This is an optimization exercise on Yosys and OpenROAD, whose aim is small area, a short achievable clock period and few clock cycles per item, not a production implementation.
RTL that was checked went through simulation tests only; none was proved equivalent to the original.
The RTL of runs 3 to 5 was laid out without a check of its function.
Power figures rest on the tool's default switching activity, not on a simulated workload.

## flow/run.sh

```bash
#!/bin/bash
# synth_recipe.tcl (not shown) runs the flow's synth.tcl, then flattens the netlist and writes it again
# the make line also repeats each setting of config.mk as NAME=value (left out here)
make -C /OpenROAD-flow-scripts/flow DESIGN_CONFIG=/design/flow/config.mk WORK_HOME=/design/flow/orfs CLKGATE_MAP_FILE= SYNTH_SCRIPT=/design/flow/synth_recipe.tcl finish
```

## flow/config.mk

```make
export PLATFORM = sky130hd
export DESIGN_NAME = clear_ram_top
export DESIGN_NICKNAME = clear_ram_top
export VERILOG_FILES = /design/flow/design.v
export SDC_FILE = /design/flow/constraint.sdc
export NUM_CORES = 4
export LEC_CHECK = 0
export CAP_MARGIN = 5
export CORE_MARGIN = 2
export CORE_UTILIZATION = 55
export CTS_CLUSTER_DIAMETER = 90
export CTS_CLUSTER_SIZE = 25
export PLACE_DENSITY = 0.7
export SETUP_SLACK_MARGIN = 2.3
export SLEW_MARGIN = 5
export TNS_END_PERCENT = 20
```

## flow/constraint.sdc

```tcl
create_clock -name core_clock -period 4.5 [get_ports {CLK}]
set_input_delay 0.9000 -clock core_clock [delete_from_list [all_inputs] [get_ports {CLK}]]
set_output_delay 0.9000 -clock core_clock [all_outputs]
set_load 0.01 [all_outputs]
```

## flow/design.v

```verilog
module clear_ram #(
    parameter int                    ADDR_WIDTH    = 8,
    parameter int                    DATA_WIDTH    = 10,
    parameter int                    MEM_SIZE      = 256,
    parameter logic [DATA_WIDTH-1:0] CLR_VALUE     = '0,
    parameter bit                    INIT_ON_RESET = 1'b1
) (
    input  logic                  CLK,
    input  logic                  RST_N,
    input  logic                  EN,
    input  logic                  WE,
    input  logic [ADDR_WIDTH-1:0] ADDR,
    input  logic [DATA_WIDTH-1:0] Din,
    input  logic                  CLR,
    output logic [DATA_WIDTH-1:0] Dout,
    output logic                  DVALID,
    output logic                  ERR,
    output logic                  BUSY,
    output logic                  DBG_STATE
);
    logic [DATA_WIDTH-1:0] mem [0:MEM_SIZE-1];
    logic                  busy_q;
    logic                  clr_q;
    logic                  idle;
    logic                  clr_all;
    logic                  addr_ok;
    logic                  wr_fire;
    logic                  rd_fire;
    logic                  err_fire;
    logic [DATA_WIDTH-1:0] wdata;
    localparam int NLEAF = 1 << ADDR_WIDTH;
    function automatic int node_depth(input int n);
        int d;
        d = 0;
        for (int k = 1; k < 31; k++) if ((n >> k) != 0) d = k;
        node_depth = d;
    endfunction
    logic [2*NLEAF-1:1][DATA_WIDTH-1:0] node;
    always_ff @(posedge CLK or negedge RST_N) begin
        if (!RST_N) begin
            busy_q <= INIT_ON_RESET;
            clr_q  <= INIT_ON_RESET;
        end else begin
            busy_q <= !busy_q && CLR;
            clr_q  <= !clr_q && CLR;
        end
    end
    assign BUSY      = busy_q;
    assign DBG_STATE = busy_q;
    assign addr_ok  = (ADDR < ADDR_WIDTH'(MEM_SIZE));
    assign idle     = !busy_q && !CLR;
    assign clr_all  = clr_q;
    assign wr_fire  = idle && EN && WE;
    assign rd_fire  = idle && EN && !WE;
    assign err_fire = idle && EN && !addr_ok;
    assign wdata    = clr_all ? CLR_VALUE : Din;
    always_ff @(posedge CLK) begin
        for (int i = 0; i < MEM_SIZE; i++) begin
            if (clr_all || (wr_fire && ADDR == ADDR_WIDTH'(i))) mem[i] <= wdata;
        end
    end
    for (genvar a = 0; a < NLEAF; a++) begin : g_leaf
        if (a < MEM_SIZE) begin : g_word
            assign node[NLEAF + a] = mem[a];
        end else begin : g_none
            assign node[NLEAF + a] = '0;
        end
    end
    for (genvar n = 1; n < NLEAF; n++) begin : g_node
        assign node[n] = ADDR[ADDR_WIDTH - 1 - node_depth(n)] ? node[2*n + 1] : node[2*n];
    end
    always_ff @(posedge CLK or negedge RST_N) begin
        if (!RST_N) begin
            Dout   <= '0;
            DVALID <= 1'b0;
            ERR    <= 1'b0;
        end else begin
            DVALID <= rd_fire;
            ERR    <= err_fire;
            if (rd_fire) Dout <= node[1];
        end
    end
endmodule
module clear_ram_top (
    input  logic       CLK,
    input  logic       RST_N,
    input  logic       EN,
    input  logic       WE,
    input  logic [7:0] ADDR,
    input  logic [9:0] Din,
    input  logic       CLR,
    output logic [9:0] Dout,
    output logic       DVALID,
    output logic       ERR,
    output logic       BUSY,
    output logic       DBG_STATE
);
    clear_ram #(
        .ADDR_WIDTH   (8),
        .DATA_WIDTH   (10),
        .MEM_SIZE     (200),
        .CLR_VALUE    (10'h000),
        .INIT_ON_RESET(1'b1)
    ) u_ram (
        .CLK      (CLK),
        .RST_N    (RST_N),
        .EN       (EN),
        .WE       (WE),
        .ADDR     (ADDR),
        .Din      (Din),
        .CLR      (CLR),
        .Dout     (Dout),
        .DVALID   (DVALID),
        .ERR      (ERR),
        .BUSY     (BUSY),
        .DBG_STATE(DBG_STATE)
    );
endmodule
```

==> flow_summary_export.csv, run 1 <==
group,metric,value,unit
detailed_routing,drc_errors,0,
global_route,grt_max_degree,201,
yosys,synth.ff_latch_count,2014,
final_layout,drive_above_1_share,0.331,
floorplan,die_w,383,um
worst_hold_path,hold_path_class,"in2reg",
setup_path,arrival,2740,ps
setup_path,critical_path_class,"reg2reg",
yosys,synth_top_area_share,0.759,
clock_network,cts_sinks,2014,
detailed_routing,ant_nets,0,
detailed_routing,vias,40800,
clock_network,cts_buffer_depth,3,
setup_path,r2r_start,"u_ram.clr_q",
yosys,syn_nets,3767,
final_layout,multiInputGateArea,19600,um2
pwr,peakVddDrop,0.000363,V
yosys,yosysTopAreaCell,"edfxtp_1",
timing,rsz0062_at_grt,"yes",
yosys,syn-cell-area,79200,um2
floorplan,io-pin-count,37,
setup_path,critPathLaunchType,"flip-flop",
final_layout,final_area,92300,um2
global_route,grt_usage,0.278,
placement,place_area,84900,um2
yosys,syn_inst,3744,
floorplan,rows,139,
final_layout,final_common_cell,"edfxtp_1",
yosys,synth_ff_type,"edfxtp_1",
placement,place_hpwl,119000,um
floorplan,core_area,143000,um2
timing,report.final.slew_viol_count,80,
global_route,antenna_found_initial,4,
placement,gp_congestion,0.927,
clock_network,cts_buffers,92,
yosys,asyncSetResetFlopFracSynth,0.00695,
yosys,ys_seq_area_frac,0.763,
timing,fin_worst_skew,50.6,ps
floorplan,die_y,383,um
clock_network,cts_root_buffer,"clkbuf_16",
timing,fin_crit_sh,0.584,
global_route,overflow,0,
pwr,power,36.4,mW
detailed_routing,routedWlPerCell,34.3,um
global_route,grt_pass1_vias,39400,
timing,fin_ws,1870,ps
status,violatedChecks,"slew limit",
detailed_routing,wl,209000,um
final_layout,fin_nets,4157,
final_layout,final_cell_mix,"edfxtp_1 (2000), mux4_2 (403), mux2i_1 (250)",
floorplan,initial_core_util,0.552,
floorplan,die_area,147000,um2
timing,hold_violations,0,
final_layout,seq_area,60400,um2
final_layout,area_growth,16.6,%
setup_path,crit_required,4610,ps
placement,pre_cts_slack,-45.6,ps
yosys,ys_top_cells_by_area,"edfxtp_1 (76%), mux4_2 (11%), mux2i_1 (3.5%)",
yosys,ys_types,52,
timing,slew_headroom,-0.0757,
setup_path,critPathMaxFanout,200,
detailed_routing,first_pass_iters,6,
clock_network,hold_buffers,0,
clock_network,htree_levels,3,
clock_network,clk_latency,770,ps
setup_path,cp-startpoint,"u_ram.clr_q",
timing,period_needed,2630,ps
pwr,power_density,394,nW/um2
pwr,p_leak,31.6,nW
timing,worstMarginPinSlew,1610,ps
timing,max_freq,380,MHz
placement,numPortBuffers,36,
global_route,grt_first_pass_wirelength,289000,um
clock_network,cts_tree,"built",
setup_path,rrSetupSlack,1870,ps
clock_network,worst_setup_hold_path_clk_slew,90,ps
detailed_routing,vias_per_cell,6.72,
yosys,avgSynthCellArea,21.1,um2
setup_path,end_kind,"flip-flop",
worst_hold_path,min_from,"CLR",
timing,setup_violations,0,
yosys,synth_warnings,2,
detailed_routing,drt-initial-drc-count,5747,
final_layout,n_fill_cell,9290,
status,status,"failed layout checks",
flow_run,max-cap-violations,0,
yosys,synth-edff-count,2000,
## power by group
part	switching [mW]	total, mW	internal [mW]
sequential	0.386	22.5	22.1
clock	5.62	9.61	3.99
combinational	2.45	4.22	1.77
total	8.46	36.4	27.9
## state kept, by name (all words and copies together) (netlist names)
register and count:
u_ram.busy_q 1, u_ram.DVALID 1, u_ram.clr_q 1, u_ram.mem 2000
u_ram.ERR 1, u_ram.Dout 10
## metal layers
| layer | vias to the layer above | wire (um) | GRT usage |
|---|---|---|---|
| met1 | 21600 | 80100 | 0.394 |
| li1 | 16500 | - | - |
| met3 | 354 | 20700 | 0.0573 |
| met4 | 0 | 7840 | 0.0999 |
| met2 | 2331 | 100000 | 0.433 |
| met5 | - | 0 | 0 |
## area by class of cell
type / instances / area share
Sequential cell: 2014 / 0.655
Multi-Input combinational cell: 1491 / 0.213
Timing Repair Buffer: 530 / 0.0776
Clock buffer: 125 / 0.0270
Tap cell: 1903 / 0.0258
Clock inverter: 10 / 0.00163
Inverter: 5 / 0.000339
Antenna cell: 1 / 0.0000271
## per-stage QoR
stage          setup TNS (ps)   util  hold WS [ps]  instances
2_1_floorplan               0      -           514       3744
3_3_place_gp                0  0.593           504       5772
3_5_place_dp            -45.6  0.593           518       5772
4_1_cts                     0  0.633           471       6006
5_1_grt                     0  0.644           518       6078
6_report                    0  0.644           523       6079
## cells in the mapped netlist (all sizes together) (29+ instances only)
| cell type | n |
|---|---|
| nor3 | 29 |
| a22oi | 181 |
| mux2i | 275 |
| mux4 | 406 |
| o21bai | 76 |
| nor2 | 56 |
| nor2b | 30 |
| a21o | 124 |
| buf | 148 |
| nand3 | 53 |
| clkbuf | 97 |
| edfxtp | 2000 |
## what timing repair did
action                                  4_1_cts  5_1_grt
gates resized for setup                     404      160
gates cloned                                 33       33
endpoints found under the setup margin     2056     2193
pin swaps                                    73       62
setup buffers                                66       39
## kinds of logic after synthesis
group,after synthesis,share of synthesized area
buf+inv,250,0.0168
mux,709,0.154
simple gates,230,0.0147
flops,2014,0.763
compound gates,541,0.0509
## path summary, 6_finish.rpt
| path | end | cells past startpoint |
|---|---|---|
| max in group asynchronous | u_ram.ERR | 1 |
| worst max-delay path | u_ram.mem[170][1] | 2 |
| worst min-delay path | u_ram.busy_q | 2 |
| worst max register to register | u_ram.mem[170][1] | 2 |
| min in group asynchronous | u_ram.DVALID | 1 |
| worst min register to register | u_ram.busy_q | 1 |
## worst max-delay path, stage by stage, from the launching register on
cell and delay, ps:
dfstp_4 970, nor2b_4 90, buf_12 220
Testbench counts, summed over its fixed seeds: cycles 27,169, accesses 26,977.
==> inputs of run 2 (changes only) <==
--- a/flow/config.mk
+++ b/flow/config.mk
@@ -6,5 +6,5 @@
 export NUM_CORES = 4
 export LEC_CHECK = 0
-export CAP_MARGIN = 5
+export CAP_MARGIN = 20
 export CORE_MARGIN = 2
 export CORE_UTILIZATION = 55
@@ -13,4 +13,4 @@
 export PLACE_DENSITY = 0.7
 export SETUP_SLACK_MARGIN = 2.3
-export SLEW_MARGIN = 5
+export SLEW_MARGIN = 20
 export TNS_END_PERCENT = 20
==> flow_summary_export.csv, run 2 <==
group,metric,value,unit
timing,finalSetupTns,0,ps
final_layout,multiInputGateArea,19600,um2
detailed_routing,first_pass_iters,6,
clock_network,cts_buffer_depth,3,
placement,numPortBuffers,36,
detailed_routing,wl,209000,um
timing,report.final.slew_viol_count,0,
yosys,ys_types,52,
detailed_routing,drc_errors,0,
setup_path,critPathLaunchType,"primary input",
final_layout,largest-register,"u_ram.mem",
pwr,power_density,394,nW/um2
clock_network,cts_tree,"built",
timing,rsz0062_at_grt,"yes",
global_route,grt_max_degree,201,
setup_path,cp_slowest_cell,"clkdlybuf4s50_1",
detailed_routing,ant_nets,0,
setup_path,r2r_start,"u_ram.busy_q",
floorplan,initial_core_util,0.552,
yosys,ys_top_cells_by_area,"edfxtp_1 (76%), mux4_2 (11%), mux2i_1 (3.5%)",
setup_path,crit_required,4970,ps
setup_path,critPathMaxFanout,10,
status,status,"timing/DRC/antenna clean",
global_route,grt_first_pass_wirelength,289000,um
detailed_routing,drt-initial-drc-count,5771,
final_layout,area_growth,16.6,%
timing,max_freq,398,MHz
yosys,synth.ff_latch_count,2014,
clock_network,cts_root_buffer,"clkbuf_16",
yosys,syn_nets,3767,
floorplan,io-pin-count,37,
yosys,yosysTopAreaCell,"edfxtp_1",
detailed_routing,vias,40900,
yosys,syn-cell-area,79200,um2
placement,pre_cts_slack,-45.6,ps
floorplan,die_y,383,um
placement,dp_cells,5772,
timing,worstMarginPinSlew,1240,ps
pwr,p_leak,31.6,nW
global_route,grt_pass1_vias,39400,
yosys,ys_seq_area_frac,0.763,
setup_path,arrival,2980,ps
global_route,antenna_found_initial,5,
timing,hold_violations,0,
yosys,synth_ff_type,"edfxtp_1",
yosys,syn_inst,3744,
clock_network,cts_buffers,92,
timing,fin_worst_skew,43.0,ps
setup_path,r2r_end,"u_ram.mem[135][7]",
pwr,peakVddDrop,0.000358,V
final_layout,final_common_cell,"edfxtp_1",
floorplan,rows,139,
yosys,synth_top_area_share,0.759,
timing,setup_violations,0,
floorplan,die_w,383,um
final_layout,fin_cells,6080,
setup_path,reg2reg_depth,8,
floorplan,die_area,147000,um2
timing,fin_crit_sh,0.558,
final_layout,fin_nets,4158,
flow_run,max-cap-violations,0,
yosys,synth_common_cells,"edfxtp_1 (2000), mux4_2 (401), mux2i_1 (275)",
worst_hold_path,whs_endpoint,"u_ram.busy_q",
final_layout,drive_above_1_share,0.331,
placement,place_hpwl,119000,um
final_layout,largest_register_ffs,2000,
final_layout,final_cell_mix,"edfxtp_1 (2000), mux4_2 (403), mux2i_1 (250)",
clock_network,clk_latency,770,ps
global_route,grt_usage,0.278,
detailed_routing,routedWlPerCell,34.4,um
yosys,synthMostInstantiatedCell,"edfxtp_1",
placement,gp_congestion,0.927,
setup_path,end_kind,"flip-flop",
yosys,synth-edff-count,2000,
setup_path,cp_cell_sequence,"clkdlybuf4s50_1, nand2_4, or4_4, buf_12, buf_12, o21bai_4, buf_12",
timing,period_needed,2510,ps
final_layout,n_fill_cell,9282,
clock_network,htree_levels,3,
yosys,synth_warnings,2,
setup_path,rrSetupSlack,2020,ps
final_layout,seq_area,60400,um2
timing,whs,531,ps
worst_hold_path,min_from,"CLR",
clock_network,hold_buffers,0,
setup_path,critical_path_class,"in2reg",
worst_hold_path,hold_depth,2,
timing,fin_ws,1990,ps
global_route,overflow,0,
yosys,asyncSetResetFlopFracSynth,0.00695,
final_layout,top_regs,"u_ram.mem (2000), u_ram.Dout (10)",
clock_network,cts_sinks,2014,
detailed_routing,vias_per_cell,6.72,
clock_network,worst_setup_hold_path_clk_slew,90,ps
setup_path,max_stage_delay,670,ps
timing,slew_headroom,0.170,
floorplan,core_area,143000,um2
yosys,avgSynthCellArea,21.1,um2
worst_hold_path,hold_path_class,"in2reg",
setup_path,cpMostUsedCell,"buf_12",
==> run 2: cell counts after synthesis <==
No cell type changed its count.
==> run 2: how the worst max path moves through the flow <==
stage | from | to | cells after the start
after floorplan | Din[0] | u_ram.mem[0][0] | 1
after global placement | ADDR[4] | u_ram.Dout[3] | 8
after detailed placement | ADDR[4] | u_ram.Dout[3] | 8
after CTS | u_ram.Dout[2] | Dout[2] | 1
after global routing | u_ram.busy_q | u_ram.mem[73][5] | 11
final | WE | u_ram.mem[135][7] | 7
==> run 2: report_power, final <==
part,total [mW],switching (mW),leakage [nW],internal [mW]
Combinational,4.23,2.45,10.7,1.77
Clock,9.60,5.61,1.28,3.99
Sequential,22.5,0.387,19.6,22.1
==> run 2: cells by family after synthesis <==
| group | after synthesis | share of synthesized area |
|---|---|---|
| flip-flops | 2014 | 0.763 |
| multiplexers | 709 | 0.154 |
| AO/OA/AOI/OAI | 541 | 0.0509 |
| buffers and inverters | 250 | 0.0168 |
| AND/OR/NAND/NOR | 230 | 0.0147 |
==> run 2: metal layers <==
metal,share of wire,global-route usage,up-vias
li1,-,-,16500
met1,0.38,0.394,21600
met2,0.48,0.433,2380
met3,0.099,0.0573,356
met4,0.038,0.0999,2
met5,0.000062,0,-
==> run 2: critical path: cells and delay by family <==
family	cells	cell delay [ps]
buf+inv	4	1150
simple gates	2	770
compound gates	1	150
==> run 2: cell type report <==
cell class              count  share of cell area
flip-flops and latches   2014               0.655
multi-input cells        1491               0.213
repair buffers            531              0.0779
clock buffers             125              0.0270
well taps                1903              0.0258
clock inverters            10             0.00163
inverters                   5            0.000339
diodes                      1           0.0000271
==> run 2: repair_timing <==
action	CTS	global route
cloned	33	34
endpoints found under the setup margin	2056	2176
endpoints found under the hold margin	0	0
gates resized for setup	403	165
buffers inserted	66	38
pin swaps	73	63
==> run 2: metrics by stage <==
stage          cell area, um2  utilization  power, mW
2_1_floorplan           79800            -       24.9
4_1_cts                 90600        0.633       36.2
6_report                92300        0.644       36.4
3_5_place_dp            84900        0.593       26.6
3_3_place_gp            84900        0.593       26.4
5_1_grt                 92300        0.644       37.3
==> inputs of run 3 (changes only) <==
--- a/flow/design.v
+++ b/flow/design.v
@@ -21,4 +21,5 @@
     logic [DATA_WIDTH-1:0] mem [0:MEM_SIZE-1];
     logic                  busy_q;
+    logic                  idle_q;
     logic                  clr_q;
     logic                  idle;
@@ -39,11 +40,12 @@
     always_ff @(posedge CLK or negedge RST_N) begin
         if (!RST_N) begin
-            busy_q <= INIT_ON_RESET;
+            idle_q <= !INIT_ON_RESET;
             clr_q  <= INIT_ON_RESET;
         end else begin
-            busy_q <= !busy_q && CLR;
+            idle_q <= !idle_q || !CLR;
             clr_q  <= !clr_q && CLR;
         end
     end
+    assign busy_q    = !idle_q;
     assign BUSY      = busy_q;
     assign DBG_STATE = busy_q;
==> flow_summary_export.csv, run 3 <==
group,metric,value,unit
final_layout,fin_nets,3837,
global_route,grt_pass1_vias,37700,
detailed_routing,vias,38800,
yosys,yosysTopAreaCell,"edfxtp_1",
global_route,grt_usage,0.263,
detailed_routing,first_pass_iters,8,
yosys,ys_top_cells_by_area,"edfxtp_1 (76%), mux4_2 (13%), mux2i_1 (2.7%)",
clock_network,htree_levels,3,
global_route,antenna_found_initial,4,
global_route,grt_first_pass_wirelength,276000,um
setup_path,rrSetupSlack,1890,ps
setup_path,critical_path_class,"in2reg",
yosys,asyncSetResetFlopFracSynth,0.00695,
final_layout,area_growth,12.7,%
yosys,avgSynthCellArea,21.8,um2
clock_network,cts_buffer_depth,3,
yosys,ys_seq_area_frac,0.765,
setup_path,cp_cell_sequence,"buf_2, nand2b_2, buf_4, a221oi_1, o21ai_1, o21ai_0, nor3_1, o311a_4, a311oi_2",
floorplan,core_area,143000,um2
placement,numPortBuffers,36,
timing,fin_worst_skew,43.6,ps
detailed_routing,routedWlPerCell,33.7,um
timing,finalSetupTns,0,ps
setup_path,crit_required,5160,ps
floorplan,die_w,383,um
final_layout,largest-register,"u_ram.mem",
timing,max_freq,381,MHz
detailed_routing,drc_errors,0,
timing,hold_violations,0,
pwr,p_leak,29.8,nW
timing,rsz0062_at_grt,"yes",
final_layout,largest_register_ffs,2000,
setup_path,arrival,3290,ps
flow_run,max-cap-violations,0,
setup_path,max_stage_delay,410,ps
timing,slew_headroom,0.159,
setup_path,reg2reg_depth,5,
global_route,grt_max_degree,201,
final_layout,top_regs,"u_ram.mem (2000), u_ram.Dout (10)",
detailed_routing,drt-initial-drc-count,5421,
timing,report.final.slew_viol_count,0,
yosys,ys_types,45,
pwr,power_density,402,nW/um2
yosys,synth_ff_type,"edfxtp_1",
setup_path,r2r_end,"u_ram.Dout[7]",
detailed_routing,wl,194000,um
detailed_routing,drt-met1-wl,76600,um
yosys,synth_warnings,2,
yosys,synthMostInstantiatedCell,"edfxtp_1",
final_layout,drive_above_1_share,0.309,
clock_network,hold_buffers,0,
yosys,syn_nets,3653,
clock_network,cts_buffers,92,
clock_network,cts_root_buffer,"clkbuf_16",
timing,period_needed,2630,ps
final_layout,final_core_util,0.622,
final_layout,final_common_cell,"edfxtp_1",
global_route,overflow,0,
yosys,syn-cell-area,79000,um2
timing,setup_violations,0,
placement,place_hpwl,111000,um
worst_hold_path,hold_path_class,"in2async",
setup_path,critPathLaunchType,"primary input",
setup_path,critPathMaxFanout,18,
clock_network,clk_latency,760,ps
yosys,syn_inst,3630,
clock_network,cts_tree,"built",
detailed_routing,ant_nets,0,
yosys,synth-edff-count,2000,
yosys,synth.ff_latch_count,2014,
final_layout,final_cell_mix,"edfxtp_1 (2000), mux4_2 (462), mux2i_1 (208)",
clock_network,worst_setup_hold_path_clk_slew,100,ps
status,status,"timing/DRC/antenna clean",
setup_path,r2r_start,"u_ram.mem[167][7]",
detailed_routing,routed-wl-met3,18400,um
setup_path,cp_slowest_cell,"o311a_4",
yosys,synth_common_cells,"edfxtp_1 (2000), mux4_2 (462), mux2i_1 (213)",
timing,fin_crit_sh,0.583,
final_layout,n_fill_cell,9456,
placement,gp_congestion,0.888,
setup_path,end_kind,"flip-flop",
floorplan,rows,139,
detailed_routing,routed.top_layer,"met5",
yosys,synth_top_area_share,0.760,
floorplan,initial_core_util,0.552,
detailed_routing,wl_met2,92900,um
clock_network,cts_sinks,2014,
floorplan,die_y,383,um
detailed_routing,vias_per_cell,6.73,
floorplan,io-pin-count,37,
floorplan,die_area,147000,um2
pwr,peakVddDrop,0.000294,V
timing,worstMarginPinSlew,1260,ps
## run 3: cell types whose count changed in the layout (fill, tap and decap cells not counted), moves of 35 or more
cell	delta
mux2i_1	-42
mux4_2	+59
nand3_1	-35
buf_4	-116
a21o_1	-74
buf_6	-40
a22oi_2	-52
a22oi_1	-72
buf_12	-54
a21o_2	+53
nand2_1	+51
a21o_4	+82
## run 3: how the worst max path moves through the flow
stage / from / end
after floorplan: Din[0] / u_ram.mem[0][0]
after CTS: u_ram.mem[167][2] / u_ram.Dout[2]
after global routing: u_ram.mem[165][2] / u_ram.Dout[2]
final: ADDR[4] / u_ram.Dout[0]
after detailed placement: ADDR[1] / u_ram.Dout[8]
after global placement: ADDR[1] / u_ram.Dout[8]
## run 3: stage by stage
stage	total power [mW]	instance area (um2)	setup WS (ps)	cells	hold WS [ps]
after global placement	26.2	82800	383	5506	485
after detailed placement	26.3	82800	379	5506	486
after CTS	35.8	88000	1960	5734	461
after floorplan	24.9	79600	1410	3630	448
after global routing	36.8	89000	1880	5766	499
final	35.8	89000	1870	5767	507
## run 3: worst max-delay path, delay by kind of cell
kind            cells  cell delay, ps
compound gates      5            1230
buf+inv             2             650
simple gates        2             490
## run 3: kinds of logic (layout without fill, tap and decap cells)
kind of cell           count (synthesis)  in the layout  synth area share
muxes                                697            697             0.162
DFF                                 2014           2014             0.765
AOI/OAI and AO/OA                    445            487            0.0423
other                                  0              1                 0
and+or+nand+nor                      238            238            0.0143
buffers and inverters                236            427            0.0169
## run 3: area by class of cell
cell class / instances / area, um2 / share of cell area
antenna: 1 / 2.50 / 0.0000281
clock buffer: 134 / 2500 / 0.0281
clock inverter: 9 / 123 / 0.00138
inverter: 2 / 7.51 / 0.0000843
multi-input combinational: 1422 / 19700 / 0.222
sequential: 2014 / 60400 / 0.679
tap: 1903 / 2380 / 0.0267
timing repair buffer: 282 / 3860 / 0.0434
## run 3: timing repair
| action | 4_1_cts | 5_1_grt |
|---|---|---|
| buffers inserted | 45 | 12 |
| endpoints found under the setup margin | 2168 | 2197 |
| pin swaps | 64 | 35 |
| cloned | 40 | 17 |
| resized for setup | 372 | 133 |
## run 3: routing by layer
layer / global-route usage / vias to the layer above
met5: 0 / -
met4: 0.0873 / 4
met3: 0.0510 / 310
met2: 0.410 / 2155
met1: 0.381 / 20600
li1: - / 15700
## run 3: where the power goes
group,switching [mW],internal (mW)
Clock,5.63,3.93
Sequential,0.361,22.1
Combinational,2.24,1.49
==> inputs of run 4 (changes only) <==
--- a/flow/design.v
+++ b/flow/design.v
@@ -19,16 +19,19 @@
     output logic                  DBG_STATE
 );
+    localparam int NLEAF = 1 << ADDR_WIDTH;
     logic [DATA_WIDTH-1:0] mem [0:MEM_SIZE-1];
     logic                  busy_q;
-    logic                  idle_q;
     logic                  clr_q;
     logic                  idle;
-    logic                  clr_all;
     logic                  addr_ok;
     logic                  wr_fire;
     logic                  rd_fire;
     logic                  err_fire;
+    logic                  pend_v;
+    logic [ADDR_WIDTH-1:0] pend_a;
+    logic [DATA_WIDTH-1:0] pend_d;
     logic [DATA_WIDTH-1:0] wdata;
-    localparam int NLEAF = 1 << ADDR_WIDTH;
+    logic [DATA_WIDTH-1:0] rdata;
+    logic [2*NLEAF-1:1][DATA_WIDTH-1:0] node;
     function automatic int node_depth(input int n);
         int d;
@@ -37,27 +40,32 @@
         node_depth = d;
     endfunction
-    logic [2*NLEAF-1:1][DATA_WIDTH-1:0] node;
     always_ff @(posedge CLK or negedge RST_N) begin
         if (!RST_N) begin
-            idle_q <= !INIT_ON_RESET;
+            busy_q <= INIT_ON_RESET;
             clr_q  <= INIT_ON_RESET;
         end else begin
-            idle_q <= !idle_q || !CLR;
+            busy_q <= !busy_q && CLR;
             clr_q  <= !clr_q && CLR;
         end
     end
-    assign busy_q    = !idle_q;
     assign BUSY      = busy_q;
     assign DBG_STATE = busy_q;
     assign addr_ok  = (ADDR < ADDR_WIDTH'(MEM_SIZE));
     assign idle     = !busy_q && !CLR;
-    assign clr_all  = clr_q;
-    assign wr_fire  = idle && EN && WE;
+    assign wr_fire  = idle && EN && WE && addr_ok;
     assign rd_fire  = idle && EN && !WE;
     assign err_fire = idle && EN && !addr_ok;
-    assign wdata    = clr_all ? CLR_VALUE : Din;
+    always_ff @(posedge CLK or negedge RST_N) begin
+        if (!RST_N) pend_v <= 1'b0;
+        else        pend_v <= wr_fire;
+    end
+    always_ff @(posedge CLK) begin
+        pend_a <= ADDR;
+        pend_d <= Din;
+    end
+    assign wdata = clr_q ? CLR_VALUE : pend_d;
     always_ff @(posedge CLK) begin
         for (int i = 0; i < MEM_SIZE; i++) begin
-            if (clr_all || (wr_fire && ADDR == ADDR_WIDTH'(i))) mem[i] <= wdata;
+            if (clr_q || (pend_v && pend_a == ADDR_WIDTH'(i))) mem[i] <= wdata;
         end
     end
@@ -72,4 +80,5 @@
         assign node[n] = ADDR[ADDR_WIDTH - 1 - node_depth(n)] ? node[2*n + 1] : node[2*n];
     end
+    assign rdata = (pend_v && pend_a == ADDR) ? pend_d : node[1];
     always_ff @(posedge CLK or negedge RST_N) begin
         if (!RST_N) begin
@@ -80,5 +89,5 @@
             DVALID <= rd_fire;
             ERR    <= err_fire;
-            if (rd_fire) Dout <= node[1];
+            if (rd_fire) Dout <= rdata;
         end
     end
==> flow/config.mk (replaced) <==
export PLATFORM = sky130hd
export DESIGN_NAME = clear_ram_top
export DESIGN_NICKNAME = clear_ram_top
export VERILOG_FILES = /design/flow/design.v
export SDC_FILE = /design/flow/constraint.sdc
export NUM_CORES = 4
export LEC_CHECK = 0
export CAP_MARGIN = 20
export CORE_MARGIN = 2
export CORE_UTILIZATION = 40
export CTS_CLUSTER_DIAMETER = 100
export CTS_CLUSTER_SIZE = 30
export SETUP_SLACK_MARGIN = 2.1
export SLEW_MARGIN = 20
export TNS_END_PERCENT = 30
==> flow_summary_export.csv, run 4 <==
group,metric,value,unit
status,status,"timing/DRC/antenna clean",
detailed_routing,first_pass_iters,8,
setup_path,crit_required,4900,ps
setup_path,critPathLaunchType,"flip-flop",
setup_path,end_kind,"flip-flop",
global_route,grt_pass1_vias,39700,
clock_network,cts_buffers,78,
timing,worstMarginPinSlew,1090,ps
global_route,grt_first_pass_wirelength,323000,um
timing,fin_crit_sh,0.583,
yosys,asyncSetResetFlopFracSynth,0.00738,
placement,dp_cells,6476,
global_route,antenna_found_initial,10,
clock_network,cts_sinks,2033,
clock_network,clk_latency,770,ps
yosys,synth-edff-count,2000,
pwr,peakVddDrop,0.000287,V
yosys,synth_top_area_share,0.753,
floorplan,die_w,450,um
timing,slew_headroom,0.274,
final_layout,drive_above_1_share,0.296,
final_layout,fin_nets,4080,
worst_hold_path,hold_path_class,"in2reg",
yosys,synth_ff_type,"edfxtp_1",
timing,fin_worst_skew,57.5,ps
floorplan,core_area,198000,um2
final_layout,final_cell_mix,"edfxtp_1 (2000), mux4_2 (429), buf_4 (235)",
yosys,ys_top_cells_by_area,"edfxtp_1 (75%), mux4_2 (12%), mux2i_1 (2.3%)",
yosys,ys_types,70,
placement,place_area,84300,um2
global_route,grt_usage,0.226,
final_layout,area_growth,13.0,%
yosys,syn_inst,3814,
timing,max_freq,381,MHz
yosys,yosysTopAreaCell,"edfxtp_1",
detailed_routing,wl,234000,um
clock_network,htree_levels,3,
setup_path,critPathMaxFanout,162,
final_layout,fin_cells,6735,
setup_path,critical_path_class,"reg2reg",
placement,numPortBuffers,36,
final_layout,n_fill_cell,16400,
detailed_routing,routedWlPerCell,34.8,um
yosys,synth_common_cells,"edfxtp_1 (2000), mux4_2 (429), mux2i_1 (185)",
flow_run,max-cap-violations,0,
pwr,power_density,398,nW/um2
yosys,synth.ff_latch_count,2033,
clock_network,worst_setup_hold_path_clk_slew,120,ps
floorplan,io-pin-count,37,
yosys,syn-cell-area,79700,um2
global_route,grt_max_degree,201,
detailed_routing,vias,41300,
yosys,avgSynthCellArea,20.9,um2
detailed_routing,ant_nets,0,
timing,report.final.slew_viol_count,0,
clock_network,cts_root_buffer,"clkbuf_16",
detailed_routing,drt-initial-drc-count,5959,
yosys,synth_warnings,2,
final_layout,largest_register_ffs,2000,
placement,gp_congestion,0.902,
yosys,synthMostInstantiatedCell,"edfxtp_1",
clock_network,cts_tree,"built",
floorplan,die_area,203000,um2
final_layout,final_area,90100,um2
setup_path,arrival,3020,ps
timing,period_needed,2620,ps
yosys,syn_nets,3837,
clock_network,cts_buffer_depth,3,
timing,hold_violations,0,
final_layout,largest-register,"u_ram.mem",
timing,rsz0062_at_grt,"yes",
yosys,ys_seq_area_frac,0.762,
final_layout,top_regs,"u_ram.mem (2000), u_ram.Dout (10), u_ram.pend_d (10)",
floorplan,rows,163,
pwr,p_leak,30.4,nW
timing,setup_violations,0,
detailed_routing,vias_per_cell,6.13,
placement,place_hpwl,141000,um
floorplan,initial_core_util,0.403,
timing,finalSetupTns,0,ps
detailed_routing,drc_errors,0,
global_route,overflow,0,
final_layout,final_common_cell,"edfxtp_1",
floorplan,die_y,450,um
run 4: per-layer routing:
layer | vias up | track usage | share of wire
li1 | 16400 | - | -
met1 | 22300 | 0.320 | 0.40
met2 | 2249 | 0.350 | 0.46
met3 | 355 | 0.0389 | 0.093
met4 | 4 | 0.0860 | 0.044
met5 | - | 0 | 0.00011
run 4: metrics by stage:
step	setup WS, ps	utilization	hold slack (ps)	total power, mW
global route	1870	0.456	397	36.8
detailed placement	106	0.427	515	26.7
CTS	1880	0.452	342	35.9
global placement	72.2	0.427	511	26.6
finish	1880	0.456	426	35.8
floorplan	1630	-	455	25.1
run 4: area by class of cell:
| cell class | instances | area [um2] | share of cell area |
|---|---|---|---|
| Inverter | 9 | 50.0 | 0.000555 |
| Clock buffer | 110 | 2160 | 0.0239 |
| Sequential cell | 2033 | 60800 | 0.675 |
| Timing Repair Buffer | 407 | 4900 | 0.0544 |
| Tap cell | 2640 | 3300 | 0.0366 |
| Clock inverter | 7 | 77.6 | 0.000861 |
| Antenna cell | 1 | 2.50 | 0.0000278 |
| Multi-Input combinational cell | 1528 | 18800 | 0.209 |
run 4: final timing paths:
| check | startpoint | end | slack [ps] | depth (start not counted) |
|---|---|---|---|---|
| setup / recovery | u_ram.pend_d[4] | u_ram.mem[13][4] | 1880 | 2 |
| hold / removal | ADDR[4] | u_ram.pend_a[4] | 430 | 1 |
| setup reg to reg | u_ram.pend_d[4] | u_ram.mem[13][4] | 1880 | 2 |
| hold reg to reg | u_ram.pend_d[2] | u_ram.Dout[2] | 600 | 2 |
| max in group asynchronous | RST_N | u_ram.Dout[4] | 3190 | 1 |
| min in group asynchronous | RST_N | u_ram.Dout[7] | 660 | 1 |
run 4: kinds of logic (layout without fill, tap and decap cells):
family                 Yosys count  count (layout)  share of synthesized area
flip-flops                    2033            2033                      0.762
multiplexers                   631             631                      0.147
AO/OA/AOI/OAI                  561             561                     0.0506
AND/OR/NAND/NOR                324             328                     0.0202
buffers and inverters          257             533                     0.0191
XOR/XNOR                         8               8                   0.000879
other                            0               1                          0
run 4: worst max-delay path, cell delays in order (launching register included):
cell     delay, ps
dfxtp_1        660
nor2b_4        740
buf_12         440
run 4: what timing repair did:
| action | CTS | global route |
|---|---|---|
| gates cloned | 20 | 6 |
| setup endpoints to repair | 2645 | 2193 |
| pin swaps | 41 | 37 |
| resized for setup | 319 | 128 |
| buffers inserted | 87 | 28 |
| hold buffers | 0 | 0 |
run 4: report_power, final:
group	internal, mW	switching [mW]	total (mW)
logic	1.49	2.55	4.04
clock network	3.43	5.70	9.13
registers	22.3	0.356	22.7
total	27.2	8.60	35.8
==> inputs of run 5 (changes only) <==
==> flow/design.v (replaced) <==
module clear_ram #(
    parameter int                    ADDR_WIDTH    = 8,
    parameter int                    DATA_WIDTH    = 10,
    parameter int                    MEM_SIZE      = 256,
    parameter logic [DATA_WIDTH-1:0] CLR_VALUE     = '0,
    parameter bit                    INIT_ON_RESET = 1'b1
) (
    input  logic                  CLK,
    input  logic                  RST_N,
    input  logic                  EN,
    input  logic                  WE,
    input  logic [ADDR_WIDTH-1:0] ADDR,
    input  logic [DATA_WIDTH-1:0] Din,
    input  logic                  CLR,
    output logic [DATA_WIDTH-1:0] Dout,
    output logic                  DVALID,
    output logic                  ERR,
    output logic                  BUSY,
    output logic                  DBG_STATE
);
    typedef enum logic {
        S_IDLE  = 1'b0,
        S_CLEAR = 1'b1
    } state_t;
    localparam logic [ADDR_WIDTH:0]   MEM_SIZE_W  = (ADDR_WIDTH+1)'(MEM_SIZE);
    localparam logic [ADDR_WIDTH-1:0] CNT_LAST    = ADDR_WIDTH'(MEM_SIZE - 1);
    localparam logic                  RESET_STATE = INIT_ON_RESET ? S_CLEAR : S_IDLE;
    logic [DATA_WIDTH-1:0] mem [0:MEM_SIZE-1];
    state_t                state;
    state_t                state_nxt;
    logic [ADDR_WIDTH-1:0] cnt;
    logic [ADDR_WIDTH-1:0] cnt_nxt;
    logic                  addr_ok;
    logic                  mem_we;
    logic [ADDR_WIDTH-1:0] mem_waddr;
    logic [DATA_WIDTH-1:0] mem_wdata;
    logic                  rd_fire;
    logic                  err_fire;
    assign addr_ok   = ({1'b0, ADDR} < MEM_SIZE_W);
    assign BUSY      = (state == S_CLEAR);
    assign DBG_STATE = state;
    always_ff @(posedge CLK or negedge RST_N) begin
        if (!RST_N) begin
            state <= state_t'(RESET_STATE);
            cnt   <= '0;
        end else begin
            state <= state_nxt;
            cnt   <= cnt_nxt;
        end
    end
    always_comb begin
        state_nxt = state;
        cnt_nxt   = cnt;
        mem_we    = 1'b0;
        mem_waddr = cnt;
        mem_wdata = CLR_VALUE;
        rd_fire   = 1'b0;
        err_fire  = 1'b0;
        case (state)
            S_CLEAR: begin
                mem_we = 1'b1;
                if (cnt == CNT_LAST) begin
                    state_nxt = S_IDLE;
                    cnt_nxt   = '0;
                end else begin
                    cnt_nxt = cnt + 1'b1;
                end
            end
            default: begin
                if (CLR) begin
                    state_nxt = S_CLEAR;
                    cnt_nxt   = '0;
                end else if (EN) begin
                    if (addr_ok) begin
                        if (WE) begin
                            mem_we    = 1'b1;
                            mem_waddr = ADDR;
                            mem_wdata = Din;
                        end else begin
                            rd_fire = 1'b1;
                        end
                    end else begin
                        err_fire = 1'b1;
                        rd_fire  = !WE;
                    end
                end
            end
        endcase
    end
    always_ff @(posedge CLK) begin
        if (mem_we) begin
            mem[mem_waddr] <= mem_wdata;
        end
    end
    always_ff @(posedge CLK or negedge RST_N) begin
        if (!RST_N) begin
            Dout   <= '0;
            DVALID <= 1'b0;
            ERR    <= 1'b0;
        end else begin
            DVALID <= rd_fire;
            ERR    <= err_fire;
            if (rd_fire) begin
                Dout <= addr_ok ? mem[ADDR] : '0;
            end
        end
    end
endmodule
module clear_ram_top (
    input  logic       CLK,
    input  logic       RST_N,
    input  logic       EN,
    input  logic       WE,
    input  logic [7:0] ADDR,
    input  logic [9:0] Din,
    input  logic       CLR,
    output logic [9:0] Dout,
    output logic       DVALID,
    output logic       ERR,
    output logic       BUSY,
    output logic       DBG_STATE
);
    clear_ram #(
        .ADDR_WIDTH   (8),
        .DATA_WIDTH   (10),
        .MEM_SIZE     (200),
        .CLR_VALUE    (10'h000),
        .INIT_ON_RESET(1'b1)
    ) u_ram (
        .CLK      (CLK),
        .RST_N    (RST_N),
        .EN       (EN),
        .WE       (WE),
        .ADDR     (ADDR),
        .Din      (Din),
        .CLR      (CLR),
        .Dout     (Dout),
        .DVALID   (DVALID),
        .ERR      (ERR),
        .BUSY     (BUSY),
        .DBG_STATE(DBG_STATE)
    );
endmodule
--- a/flow/config.mk
+++ b/flow/config.mk
@@ -9,7 +9,3 @@
 export CORE_MARGIN = 2
 export CORE_UTILIZATION = 40
-export CTS_CLUSTER_DIAMETER = 100
-export CTS_CLUSTER_SIZE = 30
-export SETUP_SLACK_MARGIN = 2.1
 export SLEW_MARGIN = 20
-export TNS_END_PERCENT = 30
==> flow_summary_export.csv, run 5 <==
group,metric,value,unit
yosys,synth.ff_latch_count,2021,
timing,finalSetupTns,0,ps
clock_network,clk_latency,850,ps
yosys,asyncSetResetFlopFracSynth,0.0104,
flow_run,max-cap-violations,0,
yosys,synth_warnings,1,
yosys,avgSynthCellArea,20.3,um2
global_route,grt_pass1_vias,41200,
placement,place_area,85600,um2
yosys,synth_xor_area_frac,0,
placement,place_hpwl,145000,um
yosys,synth-simple-area-share,0.0333,
yosys,synth_top_family_by_area,"multiplexers",
clock_network,worst_setup_hold_path_clk_slew,60,ps
timing,setup_violations,0,
setup_path,critPathLaunchType,"primary input",
setup_path,rrSetupSlack,1050,ps
pwr,p_leak,32.3,nW
setup_path,end_kind,"flip-flop",
detailed_routing,ant_nets,0,
pwr,p_int,30.0,mW
floorplan,die_y,452,um
pwr,power_density,413,nW/um2
clock_network,cts_setup_buffers,0,
timing,fin_ws,843,ps
yosys,ys_top_cells_by_area,"edfxtp_1 (75%), mux4_2 (8.4%), mux2i_1 (3.5%)",
timing,report.final.slew_viol_count,0,
global_route,grt_max_degree,128,
clock_network,cts_tree,"built",
detailed_routing,drt-initial-drc-count,5595,
timing,max_freq,273,MHz
timing,fin_worst_skew,36.7,ps
yosys,syn_inst,3961,
pwr,swShare,0.209,
floorplan,rows,164,
yosys,yosysTopAreaCell,"edfxtp_1",
detailed_routing,first_pass_iters,8,
timing,slew_headroom,0.136,
clock_network,cts_resized,0,
global_route,antenna_found_initial,5,
final_layout,top_regs,"u_ram.mem (2000), u_ram.Dout (10), u_ram.cnt (8)",
yosys,synth-compound-area-share,0.0379,
pwr,p_clk_frac,0.430,
setup_path,crit_required,4950,ps
final_layout,largest-register,"u_ram.mem",
timing,hold_violations,0,
detailed_routing,routedWlPerCell,31.7,um
final_layout,final_common_cell,"edfxtp_1",
setup_path,critPathMaxFanout,10,
floorplan,die_w,452,um
placement,gp_congestion,0.964,
detailed_routing,drc_errors,0,
floorplan,io-pin-count,37,
yosys,ys_seq_area_frac,0.755,
detailed_routing,wl,226000,um
yosys,ys_types,93,
clock_network,cts_buffers,201,
yosys,synth_common_cells,"edfxtp_1 (2000), mux4_2 (298), mux2i_1 (278)",
floorplan,initial_core_util,0.402,
yosys,syn-cell-area,80200,um2
setup_path,reg2reg_depth,9,
clock_network,hold_buffers,0,
final_layout,final_area,92000,um2
setup_path,r2r_start,"u_ram.state",
pwr,p_sw,7.93,mW
timing,fin_crit_sh,0.813,
final_layout,area_growth,14.6,%
final_layout,largest_register_ffs,2000,
floorplan,die_area,204000,um2
final_layout,fin_nets,4322,
setup_path,critical_path_class,"in2reg",
final_layout,drive_above_1_share,0.222,
detailed_routing,vias_per_cell,5.90,
global_route,overflow,0,
pwr,p_seq_frac,0.536,
final_layout,final_core_util,0.461,
status,status,"timing/DRC/antenna clean",
yosys,synthMostInstantiatedCell,"edfxtp_1",
setup_path,arrival,4110,ps
yosys,syn_nets,3985,
final_layout,final_cell_mix,"edfxtp_1 (2000), mux4_2 (298), mux2i_1 (278)",
detailed_routing,vias,42000,
clock_network,cts_sinks,2021,
final_layout,n_fill_cell,16600,
setup_path,r2r_end,"u_ram.mem[62][9]",
placement,numPortBuffers,36,
clock_network,cts_root_buffer,"clkbuf_16",
placement,pre_cts_slack,77.3,ps
pwr,pwr-share-comb,0.033,
worst_hold_path,hold_path_class,"in2async",
yosys,synth_adder_area_share,0.000156,
global_route,grt_usage,0.218,
floorplan,core_area,200000,um2
yosys,synth-edff-count,2000,
timing,worstMarginPinSlew,1280,ps
global_route,grt_first_pass_wirelength,316000,um
pwr,peakVddDrop,0.000402,V
yosys,synth_top_area_share,0.748,
timing,rsz0062_at_grt,"no",
timing,period_needed,3660,ps
clock_network,cts_buffer_depth,3,
yosys,muxShareOfSynthArea,0.149,
yosys,synth_ff_type,"edfxtp_1",
clock_network,htree_levels,4,
## run 5: cell count changes in the layout (fill, tap and decap cells not counted), moves of 34 or more
cell       previous run  this run
clkbuf_16            84       206
o21ai_0              16        63
a21o_1              127         2
mux4_2              429       298
nor2_1               41       232
nand2_1              69       111
o221ai_1              8        66
a21o_2               54         0
buf_4               235       271
mux2i_1             172       278
mux4_1                0        87
buf_6                35         1
clkinv_1              0        59
## run 5: worst max path at each step
stage / to / from / slack, ps / cells past startpoint
floorplan: u_ram.mem[0][0] / ADDR[5] / 510 / 7
finish: u_ram.mem[62][9] / CLR / 840 / 10
global placement: u_ram.mem[30][9] / ADDR[7] / -40 / 10
CTS: u_ram.mem[62][5] / CLR / 960 / 10
global route: u_ram.mem[62][9] / CLR / 830 / 9
detailed placement: u_ram.mem[142][1] / ADDR[7] / 80 / 11
## run 5: logic make-up (layout without fill, tap and decap cells)
family / count (synthesis) / in the layout
and+or+nand+nor: 574 / 574
adders and majority gates: 1 / 1
AOI/OAI and AO/OA: 430 / 430
DFF: 2021 / 2021
buffers and inverters: 255 / 757
muxes: 680 / 680
other: 0 / 1
## run 5: critical path, cell delays in order
cell,delay (ps)
clkdlybuf4s50_1,510
nor2_2,190
nand2_1,130
nor2_4,340
buf_4,230
a21oi_1,140
or3_1,530
buf_4,250
buf_12,130
nor2_1,730
## run 5: through the flow
| step | hold slack (ps) | instances | total power, mW |
|---|---|---|---|
| after floorplan | 509 | 3961 | 21.5 |
| after global placement | 550 | 6749 | 22.0 |
| after detailed placement | 585 | 6751 | 22.0 |
| after CTS | 415 | 7119 | 38.2 |
| after global routing | 469 | 7120 | 39.0 |
| final | 472 | 7120 | 38.0 |
## run 5: routing by layer
metal / global-route usage / vias to the layer above / part of all wire
met5: 0 / - / 0.00015
met2: 0.338 / 2015 / 0.47
met4: 0.0765 / 4 / 0.036
met3: 0.0498 / 394 / 0.089
li1: - / 17200 / -
met1: 0.304 / 22400 / 0.41
## run 5: power groups by stage
stage | logic (mW) | clock network, mW | registers, mW
2_1_floorplan | 0.763 | 0 | 20.8
3_3_place_gp | 1.25 | 0 | 20.8
3_5_place_dp | 1.25 | 0 | 20.8
4_1_cts | 1.25 | 16.6 | 20.4
5_1_grt | 1.30 | 17.3 | 20.4
6_report | 1.27 | 16.3 | 20.4
## run 5: layout make-up
cell class                 instances  area (um2)  share of cell area
sequential                      2021       60600               0.659
timing repair buffer             378        3820              0.0416
inverter                          11        46.3            0.000503
clock inverter                   121        1050              0.0115
multi-input combinational       1685       17800               0.194
clock buffer                     247        5310              0.0577
tap                             2656        3320              0.0361
antenna                            1        2.50           0.0000272

-- static timing again, ports no longer ideal --
No port has a modelled driver above. Below, the same layouts with a new extraction and two added sets of constraints. Step 1 (the two cells are an assumption about what drives the block):
set clk [get_ports {CLK}]
set_driving_cell -lib_cell sky130_fd_sc_hd__clkbuf_16 $clk
set_driving_cell -lib_cell sky130_fd_sc_hd__buf_2 [delete_from_list [all_inputs] $clk]
Step 2, shift: input delay + t, output delay - t, t = (earliest + latest rising clock arrival at the registers) / 2. This alone moves slack from input paths to output paths. Slacks: ideal ports / drivers / drivers and shift; pairs: ideal ports / drivers.
| run | t, ns | slack for setup (ns) | hold WS [ns] | worst setup path after step 2 |
|---|---|---|---|---|
| run 1 | 0.833 | 1.871 / 1.816 / 0.984 | 0.523 / 0.454 / 0.543 | input to register |
| run 2 | 0.834 | 1.987 / 1.829 / 0.995 | 0.531 / 0.461 / 0.541 | input to register |
| run 3 | 0.823 | 1.875 / 1.583 / 0.760 | 0.507 / 0.453 / 0.662 | input to register |
| run 4 | 0.833 | 1.876 / 1.416 / 0.583 | 0.426 / 0.384 / 0.605 | input to register |
| run 5 | 0.924 | 0.843 / 0.918 / -0.006 | 0.472 / 0.400 / 0.600 | input to register |
With both steps, setup timing fails in run 5, where it was met with ideal ports. For run 4, which loses most, drivers alone change the setup slack by -0.460 ns; drivers and shift together by -1.293 ns.
